This is an optimization exercise on Yosys and OpenROAD, whose aim is small area, a short achievable clock period and few clock cycles per item, not a production implementation.
No run shown here included a check of the RTL's function; only the layout flow was run.

--- design.v ---
package ifft_pkg;
    localparam int DW = 8;
    localparam int TW = 8;
    function automatic logic [15:0] rca(input logic [15:0] x, input logic [15:0] y, input logic ci);
        logic c;
        c = ci;
        for (int i = 0; i < 16; i++) begin
            rca[i] = x[i] ^ y[i] ^ c;
            c = (x[i] & y[i]) | (x[i] & c) | (y[i] & c);
        end
    endfunction
    function automatic logic [15:0] fadd(input logic [15:0] x, input logic [15:0] y, input logic ci);
        fadd = x + y + 16'(ci);
    endfunction
    function automatic logic [15:0] sum4(input logic [15:0] a, input logic [15:0] b,
                                         input logic [15:0] c, input logic [15:0] d,
                                         input logic i1, input logic i2, input logic i3);
        logic [15:0] s1, c1, s2, c2;
        s1 = a ^ b ^ c;
        c1 = {((a[14:0] & b[14:0]) | (a[14:0] & c[14:0]) | (b[14:0] & c[14:0])), i1};
        s2 = s1 ^ c1 ^ d;
        c2 = {((s1[14:0] & c1[14:0]) | (s1[14:0] & d[14:0]) | (c1[14:0] & d[14:0])), i2};
        sum4 = fadd(s2, c2, i3);
    endfunction
endpackage
module ifft_tw2 (
    input  logic       [7:0] b_re,
    input  logic       [7:0] b_im,
    input  logic             half,
    input  logic             kq,
    input  logic             kr,
    output logic       [8:0] u_re,
    output logic       [8:0] u_im,
    output logic             neg,
    output logic             cz
);
    logic [15:0] br, bi, d, s, x, y;
    logic        pass, rot, m2, m6;
    always_comb begin
        br = 16'($signed(b_re));
        bi = 16'($signed(b_im));
        d  = ifft_pkg::fadd(br, ~bi, 1'b1);
        s  = ifft_pkg::fadd(br, bi, 1'b0);
        x  = ifft_pkg::sum4(d << 5, d << 3, d << 2, d, 1'b0, 1'b0, 1'b0);
        y  = ifft_pkg::sum4(s << 5, s << 3, s << 2, s, 1'b0, 1'b0, 1'b0);
        pass = !half || (!kq && !kr);
        rot  = half && kq && !kr;
        m2   = half && !kq && kr;
        m6   = half && kq && kr;
        u_re = ({9{pass}} & br[8:0]) | ({9{rot}} & bi[8:0])
             | ({9{m2}} & x[14:6])   | ({9{m6}} & y[14:6]);
        u_im = ({9{pass}} & bi[8:0]) | ({9{rot}} & br[8:0])
             | ({9{m2}} & y[14:6])   | ({9{m6}} & x[14:6]);
        neg  = rot | m6;
        cz   = m6 && (y[5:0] != 6'd0);
    end
endmodule
module ifft_tw3 (
    input  logic       [7:0] b_re,
    input  logic       [7:0] b_im,
    input  logic             half,
    input  logic       [2:0] k,
    output logic       [8:0] u_re,
    output logic       [8:0] u_im,
    output logic             neg,
    output logic             cz
);
    logic [15:0] br, bi, r5, i5, px, py;
    logic        pass, rot, mul;
    function automatic logic [15:0] prod(input logic [15:0] br, input logic [15:0] bi,
                                         input logic [15:0] r5, input logic [15:0] i5,
                                         input logic [1:0] r, input logic isq);
        logic [15:0] t1, t2, t3, t4;
        logic        n2, n3, n4;
        case ({isq, r})
            3'b0_01: begin t1 = br << 6; t2 = ~r5;      t3 = ~(bi << 4);    t4 = ~(bi << 3); n2 = 1'b1; n3 = 1'b1; n4 = 1'b1; end
            3'b1_01: begin t1 = br << 4; t2 = br << 3;  t3 = bi << 6;       t4 = ~i5;        n2 = 1'b0; n3 = 1'b0; n4 = 1'b1; end
            3'b0_10: begin t1 = r5 << 3; t2 = r5;       t3 = ~(i5 << 3);    t4 = ~i5;        n2 = 1'b0; n3 = 1'b1; n4 = 1'b1; end
            3'b1_10: begin t1 = r5 << 3; t2 = r5;       t3 = i5 << 3;       t4 = i5;         n2 = 1'b0; n3 = 1'b0; n4 = 1'b0; end
            3'b0_11: begin t1 = br << 4; t2 = br << 3;  t3 = ~(bi << 6);    t4 = i5;         n2 = 1'b0; n3 = 1'b1; n4 = 1'b0; end
            default: begin t1 = br << 6; t2 = ~r5;      t3 = bi << 4;       t4 = bi << 3;    n2 = 1'b1; n3 = 1'b0; n4 = 1'b0; end
        endcase
        prod = ifft_pkg::sum4(t1, t2, t3, t4, n2, n3, n4);
    endfunction
    always_comb begin
        br = 16'($signed(b_re));
        bi = 16'($signed(b_im));
        r5 = ifft_pkg::fadd(br << 2, br, 1'b0);
        i5 = ifft_pkg::fadd(bi << 2, bi, 1'b0);
        px = prod(br, bi, r5, i5, k[1:0], k[2]);
        py = prod(br, bi, r5, i5, k[1:0], !k[2]);
        pass = !half || (k == 3'd0);
        rot  = half && (k == 3'd4);
        mul  = half && (k[1:0] != 2'd0);
        u_re = ({9{pass}} & br[8:0]) | ({9{rot}} & bi[8:0]) | ({9{mul}} & px[14:6]);
        u_im = ({9{pass}} & bi[8:0]) | ({9{rot}} & br[8:0]) | ({9{mul}} & py[14:6]);
        neg  = rot | (mul & k[2]);
        cz   = mul && k[2] && (px[5:0] != 6'd0);
    end
endmodule
module ifft_butterfly (
    input  logic [7:0] a_re,
    input  logic [7:0] a_im,
    input  logic [8:0] u_re,
    input  logic [8:0] u_im,
    input  logic       neg,
    input  logic       cz,
    output logic [7:0] y0_re,
    output logic [7:0] y0_im,
    output logic [7:0] y1_re,
    output logic [7:0] y1_im
);
    function automatic logic [7:0] sat9(input logic [8:0] v);
        if (v[8] != v[7]) sat9 = v[8] ? 8'h80 : 8'h7f;
        else              sat9 = v[7:0];
    endfunction
    logic [15:0] s_re, s_im, d_re, d_im;
    logic [7:0]  p_re, m_re;
    always_comb begin
        s_re  = ifft_pkg::fadd(16'($signed(a_re)), 16'($signed(u_re)), cz);
        d_re  = ifft_pkg::fadd(16'($signed(a_re)), ~(16'($signed(u_re))), !cz);
        s_im  = ifft_pkg::fadd(16'($signed(a_im)), 16'($signed(u_im)), 1'b0);
        d_im  = ifft_pkg::fadd(16'($signed(a_im)), ~(16'($signed(u_im))), 1'b1);
        p_re  = sat9(s_re[9:1]);
        m_re  = sat9(d_re[9:1]);
        y0_re = neg ? m_re : p_re;
        y1_re = neg ? p_re : m_re;
        y0_im = sat9(s_im[9:1]);
        y1_im = sat9(d_im[9:1]);
    end
endmodule
module ifft_core #(
    parameter int N     = 16,
    parameter int LOG2N = 4,
    parameter int DW    = 8,
    parameter int TW    = 8
) (
    input  logic          clk,
    input  logic          rst,
    input  logic          in_valid,
    output logic          in_ready,
    input  logic [DW-1:0] in_re,
    input  logic [DW-1:0] in_im,
    output logic          out_valid,
    input  logic          out_ready,
    output logic [DW-1:0] out_re,
    output logic [DW-1:0] out_im,
    output logic          out_last,
    output logic          busy
);
    localparam int C_X03  = 0;    
    localparam int C_S0   = 1;    
    localparam int C_X12  = 2;    
    localparam int C_S1   = 3;    
    localparam int C_K1   = 4;    
    localparam int C_H2   = 5;    
    localparam int C_KQ2  = 6;    
    localparam int C_KR2  = 7;    
    localparam int C_S2   = 8;    
    localparam int C_H3   = 9;    
    localparam int C_K3   = 10;   
    localparam int C_S3   = 13;   
    localparam int C_OLST = 14;   
    localparam int C_OSEL = 15;   
    localparam int NC     = 16;
    function automatic logic [NC-1:0] ctl(input logic [3:0] n);
        logic [3:0] t0, m12, t1, t2m, t2, t3m, t3;
        t0  = n - 4'd7;
        m12 = n - 4'd9;
        t1  = n - 4'd11;
        t2m = n - 4'd14;
        t2  = n - 4'd15;
        t3m = n - 4'd20;
        t3  = n - 4'd21;
        ctl = '0;
        ctl[C_X03] = n[3] & ~n[0];
        ctl[C_S0]  = t0[0];
        ctl[C_X12] = m12[2] & ~m12[1];
        ctl[C_S1]  = t1[1];
        ctl[C_K1]  = t1[0];
        ctl[C_H2]  = t2m[2];
        ctl[C_KQ2] = t2m[1];
        ctl[C_KR2] = t2m[0];
        ctl[C_S2]  = t2[2];
        ctl[C_H3]  = t3m[3];
        ctl[C_K3 +: 3] = t3m[2:0];
        ctl[C_S3]  = t3[3];
        ctl[C_OLST] = (n == 4'd12);
        ctl[C_OSEL] = (n == 4'd0) || (n >= 4'd13);
    endfunction
    logic          adv_q, in_ready_q, busy_q;
    logic [3:0]    icnt_q, acnt_q;
    logic          ph_q, f0_q, f1_q, f2_q;
    logic          iv_q, hv_q, sv_q;
    logic [1:0]    nowed_q;
    logic [NC-1:0] c_q;
    logic          adv_d, in_ready_d, busy_d;
    logic [3:0]    icnt_d, acnt_d;
    logic          ph_d, f0_d, f1_d, f2_d;
    logic          iv_d, hv_d, sv_d;
    logic [1:0]    nowed_d;
    logic          accept, ir_take, out_real, ohs, wr, h_en, s_from_p;
    always_comb begin
        accept  = in_valid && in_ready_q;
        ohs     = hv_q && out_ready;
        ir_take = adv_q && ((icnt_q == 4'd0) ? iv_q : !ph_q);
        out_real = c_q[C_OSEL] ? f1_q : f2_q;
        wr       = adv_q && out_real;
        iv_d   = accept || (iv_q && !ir_take);
        icnt_d = icnt_q + 4'(adv_q);
        ph_d   = ph_q;
        f0_d   = f0_q;
        f1_d   = f1_q;
        f2_d   = f2_q;
        if (adv_q && (icnt_q == 4'd0)) begin
            ph_d = !iv_q;
            f0_d = iv_q;
            f1_d = f0_q;
            f2_d = f1_q;
        end
        h_en     = !hv_q || out_ready;
        s_from_p = !sv_q && wr && hv_q && !out_ready;
        sv_d     = sv_q ? !h_en : s_from_p;
        hv_d     = h_en ? (sv_q || wr) : 1'b1;
        acnt_d  = acnt_q + 4'(accept);
        nowed_d = nowed_q + 2'(accept && (acnt_q == 4'd15)) - 2'(ohs && out_last);
        busy_d  = (nowed_d != 2'd0);
        adv_d = !sv_d && ((icnt_d == 4'd0) ? (iv_d || f0_d || f1_d) : (ph_d || iv_d));
        in_ready_d = !iv_d || (!sv_d && ((icnt_d == 4'd0) || !ph_d));
    end
    always_ff @(posedge clk or negedge rst) begin
        if (!rst) begin
            adv_q      <= 1'b0;
            in_ready_q <= 1'b1;
            busy_q     <= 1'b0;
            icnt_q     <= '0;
            acnt_q     <= '0;
            ph_q       <= 1'b0;
            f0_q       <= 1'b0;
            f1_q       <= 1'b0;
            f2_q       <= 1'b0;
            iv_q       <= 1'b0;
            hv_q       <= 1'b0;
            sv_q       <= 1'b0;
            nowed_q    <= '0;
            c_q        <= ctl(4'd0);
        end else begin
            adv_q      <= adv_d;
            in_ready_q <= in_ready_d;
            busy_q     <= busy_d;
            icnt_q     <= icnt_d;
            acnt_q     <= acnt_d;
            ph_q       <= ph_d;
            f0_q       <= f0_d;
            f1_q       <= f1_d;
            f2_q       <= f2_d;
            iv_q       <= iv_d;
            hv_q       <= hv_d;
            sv_q       <= sv_d;
            nowed_q    <= nowed_d;
            if (adv_q) c_q <= ctl(icnt_q + 4'd1);
        end
    end
    logic [7:0] ir_re, ir_im;
    always_ff @(posedge clk) begin
        if (accept) begin
            ir_re <= in_re;
            ir_im <= in_im;
        end
    end
    logic [7:0] dx03_re [7];
    logic [7:0] dx03_im [7];
    logic [7:0] x03_re, x03_im;
    assign x03_re = c_q[C_X03] ? ir_re : dx03_re[6];
    assign x03_im = c_q[C_X03] ? ir_im : dx03_im[6];
    always_ff @(posedge clk) begin
        if (adv_q) begin
            dx03_re[0] <= c_q[C_X03] ? dx03_re[6] : ir_re;
            dx03_im[0] <= c_q[C_X03] ? dx03_im[6] : ir_im;
            for (int i = 1; i < 7; i++) begin
                dx03_re[i] <= dx03_re[i-1];
                dx03_im[i] <= dx03_im[i-1];
            end
        end
    end
    logic [7:0]  dl0_re, dl0_im, r0_re, r0_im;
    logic [15:0] s0_re, s0_im, d0_re, d0_im;
    always_comb begin
        s0_re = ifft_pkg::rca(16'($signed(dl0_re)), 16'($signed(x03_re)), 1'b0);
        s0_im = ifft_pkg::rca(16'($signed(dl0_im)), 16'($signed(x03_im)), 1'b0);
        d0_re = ifft_pkg::rca(16'($signed(dl0_re)), ~(16'($signed(x03_re))), 1'b1);
        d0_im = ifft_pkg::rca(16'($signed(dl0_im)), ~(16'($signed(x03_im))), 1'b1);
    end
    always_ff @(posedge clk) begin
        if (adv_q) begin
            if (c_q[C_S0]) begin
                r0_re  <= s0_re[8:1];
                r0_im  <= s0_im[8:1];
                dl0_re <= d0_re[8:1];
                dl0_im <= d0_im[8:1];
            end else begin
                r0_re  <= dl0_re;
                r0_im  <= dl0_im;
                dl0_re <= x03_re;
                dl0_im <= x03_im;
            end
        end
    end
    logic [7:0] dx12_re [2];
    logic [7:0] dx12_im [2];
    logic [7:0] x12_re, x12_im;
    assign x12_re = c_q[C_X12] ? r0_re : dx12_re[1];
    assign x12_im = c_q[C_X12] ? r0_im : dx12_im[1];
    always_ff @(posedge clk) begin
        if (adv_q) begin
            dx12_re[0] <= c_q[C_X12] ? dx12_re[1] : r0_re;
            dx12_im[0] <= c_q[C_X12] ? dx12_im[1] : r0_im;
            dx12_re[1] <= dx12_re[0];
            dx12_im[1] <= dx12_im[0];
        end
    end
    logic [7:0]  dl1_re [2];
    logic [7:0]  dl1_im [2];
    logic [7:0]  y1_re, y1_im, r1_re, r1_im;
    logic [15:0] s1_re, s1_im, d1_re, d1_im;
    always_comb begin
        y1_re = c_q[C_K1] ? x12_im : x12_re;
        y1_im = c_q[C_K1] ? x12_re : x12_im;
        s1_re = ifft_pkg::fadd(16'($signed(dl1_re[1])), 16'($signed(y1_re)), 1'b0);
        s1_im = ifft_pkg::fadd(16'($signed(dl1_im[1])), 16'($signed(y1_im)), 1'b0);
        d1_re = ifft_pkg::fadd(16'($signed(dl1_re[1])), ~(16'($signed(y1_re))), 1'b1);
        d1_im = ifft_pkg::fadd(16'($signed(dl1_im[1])), ~(16'($signed(y1_im))), 1'b1);
    end
    always_ff @(posedge clk) begin
        if (adv_q) begin
            dl1_re[1] <= dl1_re[0];
            dl1_im[1] <= dl1_im[0];
            if (c_q[C_S1]) begin
                r1_re     <= c_q[C_K1] ? d1_re[8:1] : s1_re[8:1];
                r1_im     <= s1_im[8:1];
                dl1_re[0] <= c_q[C_K1] ? s1_re[8:1] : d1_re[8:1];
                dl1_im[0] <= d1_im[8:1];
            end else begin
                r1_re     <= dl1_re[1];
                r1_im     <= dl1_im[1];
                dl1_re[0] <= x12_re;
                dl1_im[0] <= x12_im;
            end
        end
    end
    logic [8:0] w2_re, w2_im, m2_re, m2_im;
    logic       w2_neg, w2_cz, m2_neg, m2_cz;
    ifft_tw2 u_tw2 (
        .b_re (r1_re),
        .b_im (r1_im),
        .half (c_q[C_H2]),
        .kq   (c_q[C_KQ2]),
        .kr   (c_q[C_KR2]),
        .u_re (w2_re),
        .u_im (w2_im),
        .neg  (w2_neg),
        .cz   (w2_cz)
    );
    always_ff @(posedge clk) begin
        if (adv_q) begin
            m2_re  <= w2_re;
            m2_im  <= w2_im;
            m2_neg <= w2_neg;
            m2_cz  <= w2_cz;
        end
    end
    logic [7:0] dl2_re [4];
    logic [7:0] dl2_im [4];
    logic [7:0] a2_re, a2_im, b2_re, b2_im, r2_re, r2_im;
    ifft_butterfly u_bf2 (
        .a_re  (dl2_re[3]),
        .a_im  (dl2_im[3]),
        .u_re  (m2_re),
        .u_im  (m2_im),
        .neg   (m2_neg),
        .cz    (m2_cz),
        .y0_re (a2_re),
        .y0_im (a2_im),
        .y1_re (b2_re),
        .y1_im (b2_im)
    );
    always_ff @(posedge clk) begin
        if (adv_q) begin
            for (int i = 1; i < 4; i++) begin
                dl2_re[i] <= dl2_re[i-1];
                dl2_im[i] <= dl2_im[i-1];
            end
            if (c_q[C_S2]) begin
                r2_re     <= a2_re;
                r2_im     <= a2_im;
                dl2_re[0] <= b2_re;
                dl2_im[0] <= b2_im;
            end else begin
                r2_re     <= dl2_re[3];
                r2_im     <= dl2_im[3];
                dl2_re[0] <= m2_re[7:0];
                dl2_im[0] <= m2_im[7:0];
            end
        end
    end
    logic [8:0] w3_re, w3_im, m3_re, m3_im;
    logic       w3_neg, w3_cz, m3_neg, m3_cz;
    ifft_tw3 u_tw3 (
        .b_re (r2_re),
        .b_im (r2_im),
        .half (c_q[C_H3]),
        .k    (c_q[C_K3 +: 3]),
        .u_re (w3_re),
        .u_im (w3_im),
        .neg  (w3_neg),
        .cz   (w3_cz)
    );
    always_ff @(posedge clk) begin
        if (adv_q) begin
            m3_re  <= w3_re;
            m3_im  <= w3_im;
            m3_neg <= w3_neg;
            m3_cz  <= w3_cz;
        end
    end
    logic [7:0] dl3_re [8];
    logic [7:0] dl3_im [8];
    logic [7:0] a3_re, a3_im, b3_re, b3_im, o3_re, o3_im;
    ifft_butterfly u_bf3 (
        .a_re  (dl3_re[7]),
        .a_im  (dl3_im[7]),
        .u_re  (m3_re),
        .u_im  (m3_im),
        .neg   (m3_neg),
        .cz    (m3_cz),
        .y0_re (a3_re),
        .y0_im (a3_im),
        .y1_re (b3_re),
        .y1_im (b3_im)
    );
    assign o3_re = c_q[C_S3] ? a3_re : dl3_re[7];
    assign o3_im = c_q[C_S3] ? a3_im : dl3_im[7];
    always_ff @(posedge clk) begin
        if (adv_q) begin
            for (int i = 1; i < 8; i++) begin
                dl3_re[i] <= dl3_re[i-1];
                dl3_im[i] <= dl3_im[i-1];
            end
            dl3_re[0] <= c_q[C_S3] ? b3_re : m3_re[7:0];
            dl3_im[0] <= c_q[C_S3] ? b3_im : m3_im[7:0];
        end
    end
    logic [7:0] h_re, h_im, s_re, s_im;
    logic       h_last, s_last;
    always_ff @(posedge clk) begin
        if (h_en) begin
            h_re   <= sv_q ? s_re : o3_re;
            h_im   <= sv_q ? s_im : o3_im;
            h_last <= sv_q ? s_last : c_q[C_OLST];
        end
        if (s_from_p) begin
            s_re   <= o3_re;
            s_im   <= o3_im;
            s_last <= c_q[C_OLST];
        end
    end
    assign in_ready  = in_ready_q;
    assign busy      = busy_q;
    assign out_valid = hv_q;
    assign out_last  = h_last;
    assign out_re    = h_re;
    assign out_im    = h_im;
endmodule
--- run.sh ---
#!/bin/bash
# synth_recipe.tcl (not shown) runs the flow's synth.tcl, then flattens the netlist and writes it again
# the make line also repeats each setting of config.mk as NAME=value (left out here)
make -C /OpenROAD-flow-scripts/flow DESIGN_CONFIG=/design/flow/config.mk WORK_HOME=/design/flow/orfs CLKGATE_MAP_FILE= SYNTH_SCRIPT=/design/flow/synth_recipe.tcl finish
--- config.mk ---
export PLATFORM = sky130hd
export DESIGN_NAME = ifft_core
export DESIGN_NICKNAME = ifft_core
export VERILOG_FILES = /design/flow/design.v
export SDC_FILE = /design/flow/constraint.sdc
export NUM_CORES = 4
export LEC_CHECK = 0
export CAP_MARGIN = 20
export CORE_MARGIN = 2
export CORE_UTILIZATION = 25
export PLACE_DENSITY = 0.45
export SLEW_MARGIN = 20
--- constraint.sdc ---
create_clock -name core_clock -period 15.0 [get_ports {clk}]
set_input_delay 3.0000 -clock core_clock [delete_from_list [all_inputs] [get_ports {clk}]]
set_output_delay 3.0000 -clock core_clock [all_outputs]
set_load 0.01 [all_outputs]
==> results of run 1 <==
logic make-up (layout without fill, tap and decap cells):
group	after synthesis	count (layout)	synth area share, %
xor gates and xnor gates	157	157	4.008
adders and majority gates	341	341	15.25
and+or+nand+nor	691	691	9.161
DFF	556	556	48.19
buffers and inverters	414	457	4.609
other	0	1	0
muxes	108	108	3.534
AOI/OAI and AO/OA	811	811	15.25
final cells by class:
cell class	count	area [sq um]
fill	14100	96980
clock buffer	82	1742
multi-input combinational	2108	16210
antenna	1	2.502
inverter	270	1013
sequential	556	16540
timing repair buffer	65	584.3
clock inverter	40	504.2
tap	1781	2228
layer usage:
metal / up-vias / global-route usage [%]
met5: - / 0
met4: 0 / 3.796
met3: 107 / 2.023
met2: 366 / 18.60
met1: 10910 / 15.87
li1: 11110 / -
registers in the layout, summed over array words and instances (netlist names), 16 cells and up:
name     flops
dl2_re      32
dl3_im      64
dx03_im     56
dl3_re      64
dx03_re     56
dl2_im      32
dl1_re      16
dx12_re     16
dx12_im     16
dl1_im      16
metrics by stage:
| step | hold WS, ns | area, sq um |
|---|---|---|
| finish | 0.4109 | 38830 |
| global route | 0.4109 | 38830 |
| CTS | 0.4108 | 38810 |
| detailed placement | 0.4045 | 36570 |
| global placement | 0.4005 | 36570 |
| floorplan | 0.4003 | 34310 |
cell usage in the layout (no fill, tap or decap), types with 81 or more instances in the layout:
cell type  instances
fa_1             130
mux2_2            81
o21ai_0          207
nor2_1           236
edfxtp_1         522
ha_1             207
inv_1            265
xnor2_1          117
a21oi_1          203
nand2_1          207
worst reg2reg max path: stages (launching register included):
cell and delay, ns:
dfrtp_2 0.34, buf_4 0.63, inv_1 0.38, buf_4 0.33
nor2_1 0.81, nor2_1 0.33, inv_2 0.26, o21ai_0 0.12
ha_1 0.30, inv_1 0.05, fa_1 0.51, fa_1 0.19
inv_1 0.06, fa_1 0.45, a21o_1 0.18, a21o_1 0.20
a21o_1 0.19, a31oi_1 0.28, o21ai_0 0.23, nor2b_1 0.18
mux2i_1 0.18, o21ai_0 0.08
final timing paths:
kind	to	start	depth (start not counted)
setup / recovery	m3_re[6]	c_q[10]	21
hold / removal	dl3_im[5][6]	dl3_im[4][6]	0
setup reg to reg	m3_re[6]	c_q[10]	21
hold reg to reg	dl3_im[5][6]	dl3_im[4][6]	0
max in group asynchronous	adv_q	rst	1
min in group asynchronous	c_q[5]	rst	1
==> results.json, run 1 <==
{
  "cts_buffers": 66,
  "synth.most_common_cell": "edfxtp_1",
  "period_needed_ns": 6.591,
  "cts_setup_buffers": 0,
  "cp.arrival_ns": 6.96,
  "yosysUniqueCellTypes": 93,
  "post-route-period-util_pct": 43.94,
  "grt_overflow": 0,
  "drv_slew": 0,
  "grt_start_max_net_pins": 97,
  "gp_congestion": 0.8938,
  "r2r_setup_slack_ns": 8.41,
  "setup_viol": 0,
  "worstMarginPinSlew_ns": 1.004,
  "cp_top_family": "buffers and inverters",
  "instances_no_fill": 4903,
  "wl_per_cell_um": 16.60,
  "synth_area_leaders": "edfxtp_1, fa_1, ha_1",
  "post-route-util_pct": 28.59,
  "first_pass_iters": 6,
  "htree_levels": 3,
  "clock_latency_ns": 0.66,
  "rows": 135,
  "cts_hold_buf": 0,
  "grt_pass1_vias": 22270,
  "drc": 0,
  "ios": 40,
  "synth.top_cell.area_share_pct": 45.69,
  "fin_nets": 3424,
  "cts.clk_slew.worst_paths_ns": 0.06,
  "grt_usage_pct": 11.63,
  "drive_above_1_share_pct": 8.459,
  "netlist_area_sq_mm": 0.03431,
  "worstPathMaxFanout": 73,
  "setup_ws_ns": 8.409,
  "worstPathCellList": "buf_4 -> inv_1 -> buf_4 -> nor2_1 -> nor2_1 -> inv_2 -> o21ai_0 -> ha_1 -> inv_1 -> fa_1 -> fa_1 -> inv_1 -> fa_1 -> a21o_1 -> a21o_1 -> a21o_1 -> a31oi_1 -> o21ai_0 -> nor2b_1 -> mux2i_1 -> o21ai_0",
  "wl_met1_mm": 38.75,
  "top_layer_used": "met4",
  "cp.required_ns": 15.37,
  "crit_path_top_delay_cell": "nor2_1",
  "coreArea_sq_mm": 0.1358,
  "vias_per_cell": 4.588,
  "antenna_found_initial": 3,
  "end_kind": "flip-flop",
  "wl_mm": 81.38,
  "drtIter0Drc": 1544,
  "clock_skew_ns": 0.04625,
  "fin_tns_setup_ns": 0,
  "vias": 22490,
  "critPathLaunchType": "flip-flop",
  "yosysWarningCount": 26,
  "placed_cells": 4780,
  "route.met2.wl_mm": 37.43,
  "drv_cap": 0,
  "critPathKind": "flip-flop to flip-flop",
  "synth-seq-area-share_pct": 48.19,
  "postSynth.asyncResetShare_pct": 6.115,
  "initial_core_util_pct": 25.26,
  "syn_area_per_cell_sq_um": 11.15,
  "rsz0062_at_grt": "false",
  "die_area_sq_mm": 0.1402,
  "finalHoldViolations": 0,
  "syn_nets": 3435,
  "layout-area-overhead-vs-synth_pct": 13.17,
  "fmax_mhz": 151.7,
  "critPathBufInv": 6,
  "grt_pass1_wl_mm": 129.8,
  "synth_common_cells": "edfxtp_1, inv_1, nor2_1",
  "ant_nets": 0,
  "max_stage_delay_ns": 0.80,
  "synthFlopType": "edfxtp_1",
  "slew_headroom_pct": 32.83,
  "status": "finished clean",
  "dieHeight_um": 374.5,
  "synth-edff-count": 522,
  "syn-instance-count": 3078,
  "dp_slack_ns": 8.553,
  "yosysTopAreaCell": "edfxtp_1",
  "route.met3.wl_mm": 2.905,
  "cts_max_path_buffers": 3,
  "numClockSinks": 556,
  "clockRootBuffer": "clkbuf_16",
  "min_path_type": "flip-flop to flip-flop",
  "portBuffers": 39,
  "post_cts_resized": 0,
  "tritoncts": "built",
  "hpwl_mm": 58.31,
  "die_w_um": 374.5,
  "synth-seq-cells": 556
}
==> inputs of run 2 (changes only) <==
--- a/config.mk
+++ b/config.mk
@@ -6,4 +6,5 @@
 export NUM_CORES = 4
 export LEC_CHECK = 0
+export ABC_CLOCK_PERIOD_IN_PS = 4000
 export CAP_MARGIN = 20
 export CORE_MARGIN = 2
==> results.json, run 2 <==
{
  "syn-instance-count": 3078,
  "route.met3.wl_mm": 2.905,
  "cts_buffers": 66,
  "wl_per_cell_um": 16.60,
  "final_cell_mix": "edfxtp_1, inv_1, nor2_1",
  "cts_hold_buf": 0,
  "clock_skew_ns": 0.04625,
  "cp.arrival_ns": 6.96,
  "worstPathMaxFanout": 73,
  "grt_pass1_vias": 22270,
  "synth.top_cell.area_share_pct": 45.69,
  "die_w_um": 374.5,
  "syn_nets": 3435,
  "critPathLaunchType": "flip-flop",
  "wl_met1_mm": 38.75,
  "netlist_area_sq_mm": 0.03431,
  "clockRootBuffer": "clkbuf_16",
  "r2r_start": "c_q[10]",
  "fmax_mhz": 151.7,
  "gp_congestion": 0.8938,
  "slew_headroom_pct": 32.83,
  "antenna_found_initial": 3,
  "synth_area_leaders": "edfxtp_1, fa_1, ha_1",
  "yosysWarningCount": 26,
  "ant_nets": 0,
  "drv_slew": 0,
  "vias_per_cell": 4.588,
  "cts_max_path_buffers": 3,
  "fin_tns_setup_ns": 0,
  "hpwl_mm": 58.31,
  "tritoncts": "built",
  "htree_levels": 3,
  "drive_above_1_share_pct": 8.459,
  "finalHoldViolations": 0,
  "worstMarginPinSlew_ns": 1.004,
  "synth-edff-count": 522,
  "coreArea_sq_mm": 0.1358,
  "route.met2.wl_mm": 37.43,
  "setup_viol": 0,
  "vias": 22490,
  "portBuffers": 39,
  "synth-seq-area-share_pct": 48.19,
  "min_path_type": "flip-flop to flip-flop",
  "cp.required_ns": 15.37,
  "initial_core_util_pct": 25.26,
  "setup_ws_ns": 8.409,
  "grt_pass1_wl_mm": 129.8,
  "clock_latency_ns": 0.66,
  "layout-area-overhead-vs-synth_pct": 13.17,
  "synth-seq-cells": 556,
  "drc": 0,
  "dieHeight_um": 374.5,
  "dp_slack_ns": 8.553,
  "first_pass_iters": 6,
  "cts.clk_slew.worst_paths_ns": 0.06,
  "crit_path_top_delay_cell": "nor2_1",
  "die_area_sq_mm": 0.1402,
  "period_needed_ns": 6.591,
  "post_cts_resized": 0,
  "grt_usage_pct": 11.63,
  "fin_nets": 3424,
  "final_common_cell": "edfxtp_1",
  "max_stage_delay_ns": 0.80,
  "drv_cap": 0,
  "grt_start_max_net_pins": 97,
  "reg_top3": "dl3_im: 64 flops, dl3_re: 64 flops",
  "critPathKind": "flip-flop to flip-flop",
  "worstPathCellList": "buf_4 -> inv_1 -> buf_4 -> nor2_1 -> nor2_1 -> inv_2 -> o21ai_0 -> ha_1 -> inv_1 -> fa_1 -> fa_1 -> inv_1 -> fa_1 -> a21o_1 -> a21o_1 -> a21o_1 -> a31oi_1 -> o21ai_0 -> nor2b_1 -> mux2i_1 -> o21ai_0",
  "top_layer_used": "met4",
  "grt_overflow": 0,
  "numClockSinks": 556,
  "synthFlopType": "edfxtp_1",
  "crit_start": "c_q[10]",
  "status": "finished clean",
  "cts_setup_buffers": 0,
  "rsz0062_at_grt": "false",
  "ios": 40,
  "rows": 135,
  "fillers": 14100,
  "synth_common_cells": "edfxtp_1, inv_1, nor2_1",
  "synth.most_common_cell": "edfxtp_1",
  "post-route-period-util_pct": 43.94,
  "postSynth.asyncResetShare_pct": 6.115,
  "hp-start": "dl3_im[4][6]",
  "drtIter0Drc": 1544,
  "end_kind": "flip-flop",
  "yosysTopAreaCell": "edfxtp_1",
  "yosysUniqueCellTypes": 93,
  "wl_mm": 81.38,
  "syn_area_per_cell_sq_um": 11.15
}
run 2: layer usage:
metal,up-vias,global-route usage [%]
met3,107,2.023
met4,0,3.796
met2,366,18.60
met1,10910,15.87
li1,11110,-
met5,-,0
run 2: cell families after synthesis:
logic type / synth area share, %
flops: 48.19
simple gates: 9.161
compound gates: 15.25
buf+inv: 4.609
mux: 3.534
xor+xnor: 4.008
fa+ha+maj: 15.25
run 2: layout make-up:
cell class / count / area (sq um) / share of cell area, %
Clock buffer: 82 / 1742 / 4.485
Inverter: 270 / 1013 / 2.610
Tap cell: 1781 / 2228 / 5.739
Sequential cell: 556 / 16540 / 42.60
Timing Repair Buffer: 65 / 584.3 / 1.505
Clock inverter: 40 / 504.2 / 1.299
Multi-Input combinational cell: 2108 / 16210 / 41.75
Antenna cell: 1 / 2.502 / 0.006445
run 2: path summary, 6_finish.rpt:
check | end | slack, ns | depth (start not counted)
worst min-delay path | dl3_im[5][6] | 0.41 | 0
min in group asynchronous | c_q[5] | 2.49 | 1
max in group asynchronous | adv_q | 11.75 | 1
worst min register to register | dl3_im[5][6] | 0.41 | 0
worst max register to register | m3_re[6] | 8.41 | 21
worst max-delay path | m3_re[6] | 8.41 | 21
run 2: metrics by stage:
| stage | util, % | std cells | hold slack (ns) | cell area [sq um] |
|---|---|---|---|---|
| CTS | 28.58 | 4902 | 0.4108 | 38810 |
| global route | 28.59 | 4902 | 0.4109 | 38830 |
| floorplan | - | 3078 | 0.4003 | 34310 |
| detailed placement | 26.93 | 4780 | 0.4045 | 36570 |
| global placement | 26.93 | 4780 | 0.4005 | 36570 |
| finish | 28.59 | 4903 | 0.4109 | 38830 |
run 2: worst max-delay path: cells and delay by family (launching register included):
kind | cells | cell delay [ns]
AND/OR/NAND/NOR | 3 | 1.30
adder cells (fa/ha/maj) | 4 | 1.45
buffers and inverters | 6 | 1.69
multiplexers | 1 | 0.18
AO/OA/AOI/OAI | 7 | 1.28
flip-flops | 1 | 0.34
==> inputs of run 3 (changes only) <==
--- a/config.mk
+++ b/config.mk
@@ -7,7 +7,7 @@
 export LEC_CHECK = 0
 export ABC_CLOCK_PERIOD_IN_PS = 4000
-export CAP_MARGIN = 20
+export CAP_MARGIN = 50
 export CORE_MARGIN = 2
 export CORE_UTILIZATION = 25
 export PLACE_DENSITY = 0.45
-export SLEW_MARGIN = 20
+export SLEW_MARGIN = 70
==> results.json, run 3 <==
{
  "hp-start": "dl3_re[2][4]",
  "synth_top_family_by_area": "adder cells",
  "antenna_found_initial": 2,
  "vias_per_cell": 4.609,
  "min_to": "dl3_re[3][4]",
  "worstMarginPinSlew_ns": 0.4525,
  "clockRootBuffer": "clkbuf_16",
  "wl_per_cell_um": 16.56,
  "cp_top_family": "adder cells",
  "synth-seq-cells": 556,
  "fin_nets": 3481,
  "synth.most_common_cell": "edfxtp_1",
  "synth_common_cells": "edfxtp_1, inv_1, nor2_1",
  "post-route-period-util_pct": 42.29,
  "synth_area_leaders": "edfxtp_1, fa_1, ha_1",
  "rows": 135,
  "grt_usage_pct": 11.72,
  "r2r_start": "r2_re[1]",
  "synthAdderAreaFrac_pct": 15.25,
  "critPathLaunchType": "flip-flop",
  "cts_max_path_buffers": 3,
  "drv_slew": 0,
  "status": "finished clean",
  "period_needed_ns": 6.343,
  "crit_path_top_delay_cell": "clkdlybuf4s50_1",
  "htree_levels": 3,
  "portBuffers": 39,
  "ios": 40,
  "synth-seq-area-share_pct": 48.19,
  "grt_start_max_net_pins": 69,
  "syn-instance-count": 3078,
  "ant_nets": 0,
  "yosysUniqueCellTypes": 93,
  "final_cell_mix": "edfxtp_1, inv_1, nor2_1",
  "synth-xor-area-share_pct": 4.008,
  "grt_pass1_wl_mm": 131.2,
  "worstPathCellList": "buf_2 -> buf_2 -> fa_1 -> a21oi_1 -> nor2_1 -> nor2_1 -> o21bai_1 -> a21oi_1 -> xor2_2 -> nor2_1 -> a221oi_1 -> clkdlybuf4s50_1 -> fa_1 -> inv_1 -> fa_1 -> ha_1 -> nand4_1 -> nand2_1 -> a41o_1 -> or4_1 -> a31oi_1 -> xor2_1 -> o21ai_1",
  "gp_congestion": 0.8938,
  "grt_pass1_vias": 22590,
  "cts_setup_buffers": 0,
  "wl_mm": 82.12,
  "first_pass_iters": 5,
  "post_cts_resized": 0,
  "diodes": 0,
  "fmax_mhz": 157.7,
  "worstPathMaxFanout": 9,
  "dieHeight_um": 374.5,
  "end_kind": "flip-flop",
  "initial_core_util_pct": 25.26,
  "synth-compound-area-share_pct": 15.25,
  "cts_hold_buf": 0,
  "grt_overflow": 0,
  "r2r_setup_slack_ns": 8.66,
  "timing.rr.end": "m3_im[8]",
  "clock_latency_ns": 0.67,
  "min_path_type": "flip-flop to flip-flop",
  "synthFlopType": "edfxtp_1",
  "tritoncts": "built",
  "final_common_cell": "edfxtp_1",
  "synthMuxAreaShare_pct": 3.534,
  "die_area_sq_mm": 0.1402,
  "synth_simple_gate_area_share_pct": 9.161,
  "slew_headroom_pct": 69.65,
  "post-route-util_pct": 29.46,
  "finalHoldViolations": 0,
  "vias": 22850,
  "clock_skew_ns": 0.03107,
  "cp.required_ns": 15.38,
  "cp.arrival_ns": 6.72,
  "crit_start": "r2_re[1]",
  "die_w_um": 374.5,
  "drive_above_1_share_pct": 12.91,
  "netlist_area_sq_mm": 0.03431,
  "synth.top_cell.area_share_pct": 45.69,
  "numClockSinks": 556,
  "hpwl_mm": 59.98,
  "fin_tns_setup_ns": 0,
  "synth-edff-count": 522,
  "coreArea_sq_mm": 0.1358,
  "max_stage_delay_ns": 0.59,
  "cts.clk_slew.worst_paths_ns": 0.06,
  "drc": 0,
  "drtIter0Drc": 1471,
  "syn_nets": 3435,
  "reg_top3": "dl3_im: 64 flops, dl3_re: 64 flops",
  "yosysWarningCount": 26,
  "yosysTopAreaCell": "edfxtp_1",
  "syn_area_per_cell_sq_um": 11.15,
  "cts_buffers": 67,
  "seqCellArea_sq_mm": 0.01655,
  "worst_r2r_path_depth": 23,
  "multi_input_comb_area_sq_mm": 0.01668,
  "drv_cap": 0,
  "fillers": 14020,
  "rsz0062_at_grt": "false",
  "setup_viol": 0,
  "postSynth.asyncResetShare_pct": 6.115,
  "critPathBufInv": 4,
  "critPathKind": "flip-flop to flip-flop",
  "min_path_cells": 0,
  "layout-area-overhead-vs-synth_pct": 16.60,
  "hold_ws_ns": 0.4001
}
## run 3: worst max path at each step
stage | slack [ns] | cells after the start | to
6_report | 8.66 | 23 | m3_im[8]
4_1_cts | 9.07 | 23 | m3_im[8]
5_1_grt | 8.39 | 23 | m3_im[8]
3_3_place_gp | 8.64 | 21 | m3_re[6]
3_5_place_dp | 9.13 | 23 | m3_im[8]
2_1_floorplan | 2.84 | 7 | adv_q
## run 3: cell families (layout without fill, tap and decap cells)
family	Yosys count	count (layout)
compound gates	811	811
xor+xnor	157	157
fa+ha+maj	341	341
buf+inv	414	513
flops	556	556
mux	108	108
simple gates	691	691
## run 3: cell type report
cell class	instances	share of cell area (%)
Multi-Input combinational cell	2108	41.70
Inverter	270	2.555
Clock inverter	43	1.282
Timing Repair Buffer	121	3.171
Sequential cell	556	41.37
Tap cell	1781	5.570
Clock buffer	79	4.353
## run 3: stage by stage
step | cell area, sq um | worst slack, ns | cells
CTS | 39770 | 9.072 | 4953
global placement | 36570 | 8.644 | 4780
finish | 40010 | 8.657 | 4958
global route | 40010 | 8.386 | 4958
floorplan | 34310 | 2.841 | 3078
detailed placement | 37520 | 9.125 | 4831
## run 3: routing by layer
metal	part of all wire, %	vias to the layer above	track usage [%]	wire length, um
met2	46	394	18.84	38080
li1	-	11220	-	-
met4	2.5	0	3.614	2016
met3	3.7	101	2.078	3019
met5	0	-	0	0
met1	48	11140	15.99	39010
==> inputs of run 4 (changes only) <==
--- a/design.v
+++ b/design.v
@@ -2,4 +2,10 @@
     localparam int DW = 8;
     localparam int TW = 8;
+    function automatic logic [15:0] sx(input logic [7:0] v);
+        sx = {{8{v[7]}}, v};
+    endfunction
+    function automatic logic [15:0] sx9(input logic [8:0] v);
+        sx9 = {{7{v[8]}}, v};
+    endfunction
     function automatic logic [15:0] rca(input logic [15:0] x, input logic [15:0] y, input logic ci);
         logic c;
@@ -38,6 +44,6 @@
     logic        pass, rot, m2, m6;
     always_comb begin
-        br = 16'($signed(b_re));
-        bi = 16'($signed(b_im));
+        br = ifft_pkg::sx(b_re);
+        bi = ifft_pkg::sx(b_im);
         d  = ifft_pkg::fadd(br, ~bi, 1'b1);
         s  = ifft_pkg::fadd(br, bi, 1'b0);
@@ -84,6 +90,6 @@
     endfunction
     always_comb begin
-        br = 16'($signed(b_re));
-        bi = 16'($signed(b_im));
+        br = ifft_pkg::sx(b_re);
+        bi = ifft_pkg::sx(b_im);
         r5 = ifft_pkg::fadd(br << 2, br, 1'b0);
         i5 = ifft_pkg::fadd(bi << 2, bi, 1'b0);
@@ -118,8 +124,8 @@
     logic [7:0]  p_re, m_re;
     always_comb begin
-        s_re  = ifft_pkg::fadd(16'($signed(a_re)), 16'($signed(u_re)), cz);
-        d_re  = ifft_pkg::fadd(16'($signed(a_re)), ~(16'($signed(u_re))), !cz);
-        s_im  = ifft_pkg::fadd(16'($signed(a_im)), 16'($signed(u_im)), 1'b0);
-        d_im  = ifft_pkg::fadd(16'($signed(a_im)), ~(16'($signed(u_im))), 1'b1);
+        s_re  = ifft_pkg::fadd(ifft_pkg::sx(a_re), ifft_pkg::sx9(u_re), cz);
+        d_re  = ifft_pkg::fadd(ifft_pkg::sx(a_re), ~(ifft_pkg::sx9(u_re)), !cz);
+        s_im  = ifft_pkg::fadd(ifft_pkg::sx(a_im), ifft_pkg::sx9(u_im), 1'b0);
+        d_im  = ifft_pkg::fadd(ifft_pkg::sx(a_im), ~(ifft_pkg::sx9(u_im)), 1'b1);
         p_re  = sat9(s_re[9:1]);
         m_re  = sat9(d_re[9:1]);
@@ -287,8 +293,8 @@
     logic [15:0] s0_re, s0_im, d0_re, d0_im;
     always_comb begin
-        s0_re = ifft_pkg::rca(16'($signed(dl0_re)), 16'($signed(x03_re)), 1'b0);
-        s0_im = ifft_pkg::rca(16'($signed(dl0_im)), 16'($signed(x03_im)), 1'b0);
-        d0_re = ifft_pkg::rca(16'($signed(dl0_re)), ~(16'($signed(x03_re))), 1'b1);
-        d0_im = ifft_pkg::rca(16'($signed(dl0_im)), ~(16'($signed(x03_im))), 1'b1);
+        s0_re = ifft_pkg::rca(ifft_pkg::sx(dl0_re), ifft_pkg::sx(x03_re), 1'b0);
+        s0_im = ifft_pkg::rca(ifft_pkg::sx(dl0_im), ifft_pkg::sx(x03_im), 1'b0);
+        d0_re = ifft_pkg::rca(ifft_pkg::sx(dl0_re), ~(ifft_pkg::sx(x03_re)), 1'b1);
+        d0_im = ifft_pkg::rca(ifft_pkg::sx(dl0_im), ~(ifft_pkg::sx(x03_im)), 1'b1);
     end
     always_ff @(posedge clk) begin
@@ -327,8 +333,8 @@
         y1_re = c_q[C_K1] ? x12_im : x12_re;
         y1_im = c_q[C_K1] ? x12_re : x12_im;
-        s1_re = ifft_pkg::fadd(16'($signed(dl1_re[1])), 16'($signed(y1_re)), 1'b0);
-        s1_im = ifft_pkg::fadd(16'($signed(dl1_im[1])), 16'($signed(y1_im)), 1'b0);
-        d1_re = ifft_pkg::fadd(16'($signed(dl1_re[1])), ~(16'($signed(y1_re))), 1'b1);
-        d1_im = ifft_pkg::fadd(16'($signed(dl1_im[1])), ~(16'($signed(y1_im))), 1'b1);
+        s1_re = ifft_pkg::fadd(ifft_pkg::sx(dl1_re[1]), ifft_pkg::sx(y1_re), 1'b0);
+        s1_im = ifft_pkg::fadd(ifft_pkg::sx(dl1_im[1]), ifft_pkg::sx(y1_im), 1'b0);
+        d1_re = ifft_pkg::fadd(ifft_pkg::sx(dl1_re[1]), ~(ifft_pkg::sx(y1_re)), 1'b1);
+        d1_im = ifft_pkg::fadd(ifft_pkg::sx(dl1_im[1]), ~(ifft_pkg::sx(y1_im)), 1'b1);
     end
     always_ff @(posedge clk) begin
==> flow/run.sh (new file) <==
#!/bin/bash
# Standard layout, with timing repair asked to leave SETUP_SLACK_MARGIN ns of
# setup slack at the design's clock (so it works towards a shorter period).
# The synthesis is the standard one, unchanged. Each step's output goes to a log here.
set -euo pipefail
MARGIN=$(cat flow/margin.txt)
bash standard.sh synth > synth.log 2>&1
bash standard.sh SETUP_SLACK_MARGIN="$MARGIN" finish > layout.log 2>&1
==> flow/margin.txt (new file) <==
11.0
==> standard.sh (new file) <==
#!/bin/bash
# synth_recipe.tcl (not shown) runs the flow's synth.tcl, then flattens the netlist and writes it again
# the make line also repeats each setting of config.mk as NAME=value (left out here)
make -C /OpenROAD-flow-scripts/flow DESIGN_CONFIG=/design/flow/config.mk WORK_HOME=/design/flow/orfs CLKGATE_MAP_FILE= SYNTH_SCRIPT=/design/flow/synth_recipe.tcl "${@:-finish}"
--- a/config.mk
+++ b/config.mk
@@ -6,8 +6,7 @@
 export NUM_CORES = 4
 export LEC_CHECK = 0
-export ABC_CLOCK_PERIOD_IN_PS = 4000
-export CAP_MARGIN = 50
+export CAP_MARGIN = 20
 export CORE_MARGIN = 2
 export CORE_UTILIZATION = 25
 export PLACE_DENSITY = 0.45
-export SLEW_MARGIN = 70
+export SLEW_MARGIN = 20
removed: run.sh
==> results.json, run 4 <==
{
  "wl_mm": 84.52,
  "final_cell_mix": "edfxtp_1, inv_1, nor2_1",
  "synthFlopType": "edfxtp_1",
  "grt_pass1_wl_mm": 132.0,
  "ant_nets": 0,
  "layout-area-overhead-vs-synth_pct": 22.88,
  "yosysTopAreaCell": "edfxtp_1",
  "syn_area_per_cell_sq_um": 11.37,
  "post-route-period-util_pct": 33.02,
  "drive_above_1_share_pct": 22.33,
  "fmax_mhz": 201.9,
  "initial_core_util_pct": 25.27,
  "grt_usage_pct": 12.06,
  "syn-instance-count": 2974,
  "synth-edff-count": 522,
  "yosysUniqueCellTypes": 84,
  "numClockSinks": 556,
  "grt_start_max_net_pins": 159,
  "syn_nets": 3329,
  "synth.top_cell.area_share_pct": 46.37,
  "dieHeight_um": 371.7,
  "hpwl_mm": 56.95,
  "finalHoldViolations": 0,
  "die_area_sq_mm": 0.1382,
  "die_w_um": 371.7,
  "netlist_area_sq_mm": 0.03380,
  "min_path_type": "flip-flop to flip-flop",
  "fillers": 13660,
  "grt_pass1_vias": 22620,
  "setup_ws_ns": 10.05,
  "cts_max_path_buffers": 3,
  "cp.required_ns": 15.38,
  "synth_common_cells": "edfxtp_1, inv_1, nor2_1",
  "clock_skew_ns": 0.05539,
  "gp_congestion": 0.8642,
  "dp_slack_ns": 8.999,
  "rows": 134,
  "worstPathMaxFanout": 6,
  "synth-seq-cells": 556,
  "synth-seq-area-share_pct": 48.91,
  "cp.arrival_ns": 5.33,
  "drv_slew": 0,
  "fin_tns_setup_ns": 0,
  "grt_overflow": 0,
  "antenna_found_initial": 0,
  "period_needed_ns": 4.953,
  "fin_nets": 3472,
  "yosysWarningCount": 26,
  "synth.most_common_cell": "edfxtp_1",
  "slew_headroom_pct": 35.47,
  "end_kind": "flip-flop",
  "tritoncts": "built",
  "wl_per_cell_um": 17.12,
  "clock_latency_ns": 0.67,
  "drc": 0,
  "postSynth.asyncResetShare_pct": 6.115,
  "vias": 22790,
  "critPathKind": "flip-flop to flip-flop",
  "coreArea_sq_mm": 0.1338,
  "rsz0062_at_grt": "true",
  "drv_cap": 0,
  "worstMarginPinSlew_ns": 0.9680,
  "htree_levels": 2,
  "clockRootBuffer": "clkbuf_16",
  "diodes": 0,
  "reg_top3": "dl3_im: 64 flops, dl3_re: 64 flops",
  "post-route-util_pct": 31.05,
  "critPathLaunchType": "flip-flop",
  "ios": 40,
  "cts_buffers": 61,
  "cts.clk_slew.worst_paths_ns": 0.06,
  "vias_per_cell": 4.615,
  "drtIter0Drc": 1522,
  "synth_area_leaders": "edfxtp_1, fa_1, ha_1",
  "portBuffers": 39,
  "status": "finished clean",
  "first_pass_iters": 5,
  "setup_viol": 0,
  "final_common_cell": "edfxtp_1"
}
==> run 4: cell types whose count changed in the layout (fill, tap and decap cells not counted), sizes merged, moves of 16 or more <==
| cell | change |
|---|---|
| o211ai | -16 |
| clkbuf | -16 |
| inv | -17 |
| o21ai | -41 |
| clkdlybuf4s50 | -21 |
| buf | +108 |
==> run 4: routing by layer <==
layer / track usage [%] / routed length [um] / vias to the layer above
li1: - / - / 11040
met1: 16.99 / 40350 / 11230
met4: 3.125 / 2005 / 0
met3: 1.633 / 3038 / 130
met2: 19.41 / 39120 / 390
met5: 0 / 0 / -
==> run 4: final cells by class <==
type / count / area, sq um / area share (%)
Clock buffer: 68 / 1553 / 3.738
Clock inverter: 48 / 589.3 / 1.419
Inverter: 260 / 1011 / 2.434
Multi-Input combinational cell: 2030 / 17660 / 42.51
Sequential cell: 556 / 16550 / 39.84
Tap cell: 1768 / 2212 / 5.325
Timing Repair Buffer: 208 / 1966 / 4.732
==> run 4: stage by stage <==
| stage | cells | hold slack, ns | cell area [sq um] |
|---|---|---|---|
| floorplan | 2974 | 0.4003 | 34370 |
| detailed placement | 4673 | 0.4045 | 36600 |
| global route | 4938 | 0.3874 | 41540 |
| finish | 4938 | 0.3956 | 41540 |
| CTS | 4890 | 0.3910 | 40520 |
| global placement | 4673 | 0.4003 | 36600 |
==> run 4: logic make-up after synthesis <==
family	after synthesis	share of synthesized area, %
buffers and inverters	389	4.353
muxes	122	4.016
and+or+nand+nor	673	9.164
DFF	556	48.91
xor gates and xnor gates	152	3.938
AOI/OAI and AO/OA	743	14.21
adders and majority gates	339	15.40
==> run 4: worst max-delay path, cell delays in order (launching register included) <==
cell and delay, ns:
edfxtp_1 0.47, buf_4 0.18, ha_2 0.17, inv_1 0.13
o21bai_4 0.07, a21oi_2 0.16, o21bai_1 0.11, a21oi_2 0.28
o21bai_1 0.15, a21oi_2 0.25, xor2_2 0.13, fa_1 0.57
inv_2 0.04, fa_1 0.55, inv_2 0.05, ha_4 0.18
or4_4 0.41, o311a_4 0.15, a31oi_4 0.22, o21ai_1 0.16
nand3_1 0.12, o211ai_1 0.13
==> run 4: path summary, 6_finish.rpt <==
path                              start            to  slack (ns)  cells past startpoint
setup / recovery               r1_re[0]      m2_im[8]       10.05                     21
hold / removal             dl3_im[3][6]  dl3_im[4][6]        0.40                      0
setup reg to reg               r1_re[0]      m2_im[8]       10.05                     21
hold reg to reg            dl3_im[3][6]  dl3_im[4][6]        0.40                      0
max in group asynchronous           rst       c_q[11]       11.83                      1
min in group asynchronous           rst     acnt_q[1]        2.46                      1
==> run 4: what timing repair did <==
item	in CTS	in global routing
pin swaps	133	118
buffers inserted	93	48
hold buffers	0	0
gates cloned	8	0
setup endpoints to repair	160	140
resized for setup	268	117
==> inputs of run 5 (changes only) <==
--- a/design.v
+++ b/design.v
@@ -30,17 +30,12 @@
     endfunction
 endpackage
-module ifft_tw2 (
-    input  logic       [7:0] b_re,
-    input  logic       [7:0] b_im,
-    input  logic             half,
-    input  logic             kq,
-    input  logic             kr,
-    output logic       [8:0] u_re,
-    output logic       [8:0] u_im,
-    output logic             neg,
-    output logic             cz
+module ifft_tw2a (
+    input  logic [7:0] b_re,
+    input  logic [7:0] b_im,
+    input  logic       mul,
+    output logic [9:0] va,
+    output logic [9:0] vb
 );
-    logic [15:0] br, bi, d, s, x, y;
-    logic        pass, rot, m2, m6;
+    logic [15:0] br, bi, d, s;
     always_comb begin
         br = ifft_pkg::sx(b_re);
@@ -48,21 +43,58 @@
         d  = ifft_pkg::fadd(br, ~bi, 1'b1);
         s  = ifft_pkg::fadd(br, bi, 1'b0);
-        x  = ifft_pkg::sum4(d << 5, d << 3, d << 2, d, 1'b0, 1'b0, 1'b0);
-        y  = ifft_pkg::sum4(s << 5, s << 3, s << 2, s, 1'b0, 1'b0, 1'b0);
-        pass = !half || (!kq && !kr);
-        rot  = half && kq && !kr;
-        m2   = half && !kq && kr;
-        m6   = half && kq && kr;
-        u_re = ({9{pass}} & br[8:0]) | ({9{rot}} & bi[8:0])
-             | ({9{m2}} & x[14:6])   | ({9{m6}} & y[14:6]);
-        u_im = ({9{pass}} & bi[8:0]) | ({9{rot}} & br[8:0])
-             | ({9{m2}} & y[14:6])   | ({9{m6}} & x[14:6]);
-        neg  = rot | m6;
-        cz   = m6 && (y[5:0] != 6'd0);
+        va = mul ? d[9:0] : br[9:0];
+        vb = mul ? s[9:0] : bi[9:0];
+    end
+endmodule
+module ifft_tw2b (
+    input  logic [9:0] va,
+    input  logic [9:0] vb,
+    input  logic       half,
+    input  logic       kq,
+    input  logic       kr,
+    output logic [8:0] u_re,
+    output logic [8:0] u_im,
+    output logic       neg,
+    output logic       cz
+);
+    logic [15:0] a, b, x, y;
+    logic [8:0]  v1, v2;
+    logic        mul, sw;
+    always_comb begin
+        a  = {{6{va[9]}}, va};
+        b  = {{6{vb[9]}}, vb};
+        x  = ifft_pkg::sum4(a << 5, a << 3, a << 2, a, 1'b0, 1'b0, 1'b0);
+        y  = ifft_pkg::sum4(b << 5, b << 3, b << 2, b, 1'b0, 1'b0, 1'b0);
+        mul = half && kr;
+        sw  = half && kq;
+        v1  = mul ? x[14:6] : a[8:0];
+        v2  = mul ? y[14:6] : b[8:0];
+        u_re = sw ? v2 : v1;
+        u_im = sw ? v1 : v2;
+        neg  = sw;
+        cz   = sw && mul && (y[5:0] != 6'd0);
     end
 endmodule
-module ifft_tw3 (
+module ifft_tw3a (
+    input  logic [7:0] b_re,
+    input  logic [7:0] b_im,
+    output logic [8:0] r5,
+    output logic [8:0] i5
+);
+    logic [15:0] br, bi, r, i;
+    always_comb begin
+        br = ifft_pkg::sx(b_re);
+        bi = ifft_pkg::sx(b_im);
+        r  = ifft_pkg::fadd(br << 2, br, 1'b0);
+        i  = ifft_pkg::fadd(bi << 2, bi, 1'b0);
+        r5 = r[10:2];
+        i5 = i[10:2];
+    end
+endmodule
+module ifft_tw3b (
     input  logic       [7:0] b_re,
     input  logic       [7:0] b_im,
+    input  logic       [8:0] b5_re,
+    input  logic       [8:0] b5_im,
     input  logic             half,
     input  logic       [2:0] k,
@@ -92,6 +124,6 @@
         br = ifft_pkg::sx(b_re);
         bi = ifft_pkg::sx(b_im);
-        r5 = ifft_pkg::fadd(br << 2, br, 1'b0);
-        i5 = ifft_pkg::fadd(bi << 2, bi, 1'b0);
+        r5 = {{5{b5_re[8]}}, b5_re, b_re[1:0]};
+        i5 = {{5{b5_im[8]}}, b5_im, b_im[1:0]};
         px = prod(br, bi, r5, i5, k[1:0], k[2]);
         py = prod(br, bi, r5, i5, k[1:0], !k[2]);
@@ -160,23 +192,25 @@
     localparam int C_S1   = 3;    
     localparam int C_K1   = 4;    
-    localparam int C_H2   = 5;    
-    localparam int C_KQ2  = 6;    
-    localparam int C_KR2  = 7;    
-    localparam int C_S2   = 8;    
-    localparam int C_H3   = 9;    
-    localparam int C_K3   = 10;   
-    localparam int C_S3   = 13;   
-    localparam int C_OLST = 14;   
-    localparam int C_OSEL = 15;   
-    localparam int NC     = 16;
+    localparam int C_MA2  = 5;    
+    localparam int C_H2   = 6;    
+    localparam int C_KQ2  = 7;    
+    localparam int C_KR2  = 8;    
+    localparam int C_S2   = 9;    
+    localparam int C_H3   = 10;   
+    localparam int C_K3   = 11;   
+    localparam int C_S3   = 14;   
+    localparam int C_OLST = 15;   
+    localparam int C_OSEL = 16;   
+    localparam int NC     = 17;
     function automatic logic [NC-1:0] ctl(input logic [3:0] n);
-        logic [3:0] t0, m12, t1, t2m, t2, t3m, t3;
+        logic [3:0] t0, m12, t1, t2a, t2m, t2, t3m, t3;
         t0  = n - 4'd7;
         m12 = n - 4'd9;
         t1  = n - 4'd11;
-        t2m = n - 4'd14;
-        t2  = n - 4'd15;
-        t3m = n - 4'd20;
-        t3  = n - 4'd21;
+        t2a = n - 4'd14;
+        t2m = n - 4'd15;
+        t2  = n - 4'd16;
+        t3m = n - 4'd22;
+        t3  = n - 4'd23;
         ctl = '0;
         ctl[C_X03] = n[3] & ~n[0];
@@ -185,4 +219,5 @@
         ctl[C_S1]  = t1[1];
         ctl[C_K1]  = t1[0];
+        ctl[C_MA2] = t2a[2] & t2a[0];
         ctl[C_H2]  = t2m[2];
         ctl[C_KQ2] = t2m[1];
@@ -192,6 +227,6 @@
         ctl[C_K3 +: 3] = t3m[2:0];
         ctl[C_S3]  = t3[3];
-        ctl[C_OLST] = (n == 4'd12);
-        ctl[C_OSEL] = (n == 4'd0) || (n >= 4'd13);
+        ctl[C_OLST] = (n == 4'd14);
+        ctl[C_OSEL] = (n == 4'd0) || (n >= 4'd15);
     endfunction
     logic          adv_q, in_ready_q, busy_q;
@@ -355,9 +390,23 @@
         end
     end
-    logic [8:0] w2_re, w2_im, m2_re, m2_im;
-    logic       w2_neg, w2_cz, m2_neg, m2_cz;
-    ifft_tw2 u_tw2 (
+    logic [9:0] v2a, v2b, n2a, n2b;
+    ifft_tw2a u_tw2a (
         .b_re (r1_re),
         .b_im (r1_im),
+        .mul  (c_q[C_MA2]),
+        .va   (v2a),
+        .vb   (v2b)
+    );
+    always_ff @(posedge clk) begin
+        if (adv_q) begin
+            n2a <= v2a;
+            n2b <= v2b;
+        end
+    end
+    logic [8:0] w2_re, w2_im, m2_re, m2_im;
+    logic       w2_neg, w2_cz, m2_neg, m2_cz;
+    ifft_tw2b u_tw2b (
+        .va   (n2a),
+        .vb   (n2b),
         .half (c_q[C_H2]),
         .kq   (c_q[C_KQ2]),
@@ -410,15 +459,33 @@
         end
     end
-    logic [8:0] w3_re, w3_im, m3_re, m3_im;
-    logic       w3_neg, w3_cz, m3_neg, m3_cz;
-    ifft_tw3 u_tw3 (
+    logic [8:0] v3_re5, v3_im5, n3_re5, n3_im5;
+    logic [7:0] n3_re, n3_im;
+    ifft_tw3a u_tw3a (
         .b_re (r2_re),
         .b_im (r2_im),
-        .half (c_q[C_H3]),
-        .k    (c_q[C_K3 +: 3]),
-        .u_re (w3_re),
-        .u_im (w3_im),
-        .neg  (w3_neg),
-        .cz   (w3_cz)
+        .r5   (v3_re5),
+        .i5   (v3_im5)
+    );
+    always_ff @(posedge clk) begin
+        if (adv_q) begin
+            n3_re  <= r2_re;
+            n3_im  <= r2_im;
+            n3_re5 <= v3_re5;
+            n3_im5 <= v3_im5;
+        end
+    end
+    logic [8:0] w3_re, w3_im, m3_re, m3_im;
+    logic       w3_neg, w3_cz, m3_neg, m3_cz;
+    ifft_tw3b u_tw3b (
+        .b_re  (n3_re),
+        .b_im  (n3_im),
+        .b5_re (n3_re5),
+        .b5_im (n3_im5),
+        .half  (c_q[C_H3]),
+        .k     (c_q[C_K3 +: 3]),
+        .u_re  (w3_re),
+        .u_im  (w3_im),
+        .neg   (w3_neg),
+        .cz    (w3_cz)
     );
     always_ff @(posedge clk) begin
==> results.json, run 5 <==
{
  "instances_no_fill": 5292,
  "crit_start": "c_q[12]",
  "htree_levels": 3,
  "drv_slew": 0,
  "initial_core_util_pct": 25.13,
  "slew_headroom_pct": 21.19,
  "critPathLaunchType": "flip-flop",
  "diodes": 0,
  "crit_path_top_delay_cell": "dfstp_2",
  "cp.arrival_ns": 4.77,
  "syn-instance-count": 3240,
  "status": "finished clean",
  "min_path_type": "flip-flop to flip-flop",
  "synth.top_cell.area_share_pct": 47.09,
  "grt_overflow": 0,
  "placed_cells": 5052,
  "die_area_sq_mm": 0.1492,
  "synth_area_leaders": "edfxtp_1, ha_1, fa_1",
  "antenna_found_initial": 1,
  "crit_top_cell": "fa_1",
  "dieHeight_um": 386.3,
  "drtIter0Drc": 1643,
  "clock_skew_ns": 0.04969,
  "synth.most_common_cell": "edfxtp_1",
  "worstPathCellList": "buf_12 -> buf_8 -> nand2b_1 -> nand3_4 -> o31ai_4 -> a22oi_2 -> fa_1 -> fa_1 -> inv_2 -> ha_4 -> a21o_1 -> or3_4 -> a211o_1 -> a31oi_1 -> xnor2_1 -> o21ai_1",
  "drive_above_1_share_pct": 17.27,
  "yosysUniqueCellTypes": 87,
  "reg_top3": "dl3_im: 64 flops, dl3_re: 64 flops",
  "ant_nets": 0,
  "min_path_cells": 0,
  "coreArea_sq_mm": 0.1454,
  "portBuffers": 39,
  "worstPathMaxFanout": 7,
  "fin_tns_setup_ns": 0,
  "final_cell_mix": "edfxtp_1, inv_1, nor2_1",
  "grt.met2_usage_pct": 18.94,
  "synth-seq-cells": 607,
  "grt_usage_pct": 11.98,
  "first_pass_iters": 6,
  "yosysTopAreaCell": "edfxtp_1",
  "synth-edff-count": 573,
  "wl_mm": 89.58,
  "use_met1_pct": 16.29,
  "grt_busiest_layer": "met2",
  "rsz0062_at_grt": "true",
  "fmax_mhz": 228.3,
  "fin_nets": 3673,
  "vias_per_cell": 4.613,
  "clock_latency_ns": 0.69,
  "synthFlopType": "edfxtp_1",
  "numClockSinks": 607,
  "end_kind": "flip-flop",
  "drc": 0,
  "hold_ws_ns": 0.4122,
  "grt_pass1_vias": 24290,
  "grt_pass1_wl_mm": 141.3,
  "vias": 24410,
  "yosysWarningCount": 29,
  "r2r_setup_slack_ns": 10.62,
  "timing.rr.end": "m3_re[8]",
  "tritoncts": "built",
  "max_stage_delay_ns": 0.55,
  "cts_buffers": 71,
  "clockRootBuffer": "clkbuf_16",
  "wl_per_cell_um": 16.93,
  "syn_nets": 3594,
  "ios": 40,
  "netlist_area_sq_mm": 0.03654,
  "die_w_um": 386.3,
  "syn_area_per_cell_sq_um": 11.28
}
==> run 5: repair_timing <==
item	in CTS	in global routing
resized for setup	222	82
setup buffers	61	38
pin swaps	64	49
setup endpoints to repair	75	84
hold buffers	0	0
gates cloned	11	1
==> run 5: per-layer routing <==
layer  routed length, um  vias up  share of wire, %
li1                    -    11870                 -
met1               41710    11820                47
met2               40730      551                45
met3                3949      178               4.4
met4                3190        0               3.6
met5                   0        -                 0
==> run 5: logic make-up (layout without fill, tap and decap cells) <==
kind of cell	count (synthesis)	count (layout)	synth area share [%]
adders and majority gates	357	357	14.64
xor gates and xnor gates	150	150	3.596
buffers and inverters	456	591	4.726
and+or+nand+nor	719	719	8.985
muxes	149	149	4.541
AOI/OAI and AO/OA	802	802	14.08
DFF	607	607	49.44
==> run 5: critical path, delay by kind of cell (launching register included) <==
family / cells / cell delay [ns]
XOR/XNOR: 1 / 0.14
AO/OA/AOI/OAI: 6 / 1.28
adder cells (fa/ha/maj): 3 / 1.23
flip-flops: 1 / 0.55
buffers and inverters: 3 / 0.32
AND/OR/NAND/NOR: 3 / 0.58
==> run 5: how the worst min path moves through the flow <==
stage                  start            end  slack (ns)
3_5_place_dp    dl2_im[0][1]   dl2_im[1][1]        0.40
5_1_grt         dl3_im[5][6]   dl3_im[6][6]        0.42
3_3_place_gp   dx03_im[0][2]  dx03_im[1][2]        0.40
2_1_floorplan   dl1_im[0][0]   dl1_im[1][0]        0.40
6_report        dl3_im[2][3]   dl3_im[3][3]        0.41
4_1_cts         dl3_im[5][6]   dl3_im[6][6]        0.41
==> run 5: cell type report <==
cell class / count / area, sq um
inverters: 289 / 1122
clock buffers: 86 / 1843
repair buffers: 171 / 1733
clock inverters: 43 / 480.5
repair inverters: 2 / 32.53
multi-input cells: 2177 / 17740
well taps: 1917 / 2399
flip-flops and latches: 607 / 18080
fillers: 14920 / 102000
==> run 5: per-stage QoR <==
| step | worst slack, ns | area (sq um) | util (%) |
|---|---|---|---|
| 2_1_floorplan | 9.707 | 36990 | - |
| 3_3_place_gp | 9.506 | 39180 | 26.95 |
| 3_5_place_dp | 9.526 | 39180 | 26.95 |
| 4_1_cts | 10.58 | 42760 | 29.41 |
| 5_1_grt | 10.50 | 43430 | 29.87 |
| 6_report | 10.62 | 43430 | 29.87 |

==> static timing again, ports no longer ideal <==
The flow's constraints put no driver on any port. The routed layouts listed below were extracted and timed again, unchanged, in two steps.
Step 1 sets driving cells, clkbuf_16 on the clock port and buf_2 on the other inputs (assumed; they add their load-dependent delay and slew).
Step 2 moves the port delays by t, midway between the first and last clock arrival at a register: inputs arrive t later, outputs are due t later. That takes back most of the time a late clock gives input paths.
Three values: no drivers, after step 1, after step 2; two values: the first two.
run	shift t [ns]	slack for setup (ns)	worst hold slack (ns)	worst setup path at the end	worst data-port slew with drivers (ns)
run 1	0.711	8.409 / 8.409 / 8.409	0.411 / 0.411 / 0.411	register to register	0.12
run 2	0.711	8.409 / 8.409 / 8.409	0.411 / 0.411 / 0.411	register to register	0.12
run 3	0.720	8.657 / 8.657 / 8.657	0.400 / 0.400 / 0.400	register to register	0.14
run 4	0.706	10.047 / 10.047 / 10.047	0.396 / 0.396 / 0.396	register to register	0.04
run 5	0.733	10.619 / 10.614 / 10.367	0.412 / 0.412 / 0.412	input to register	0.07
After both steps setup and hold are still met in every run listed. For run 5, which loses most, drivers alone change the setup slack by -0.005 ns; drivers and shift together by -0.252 ns.
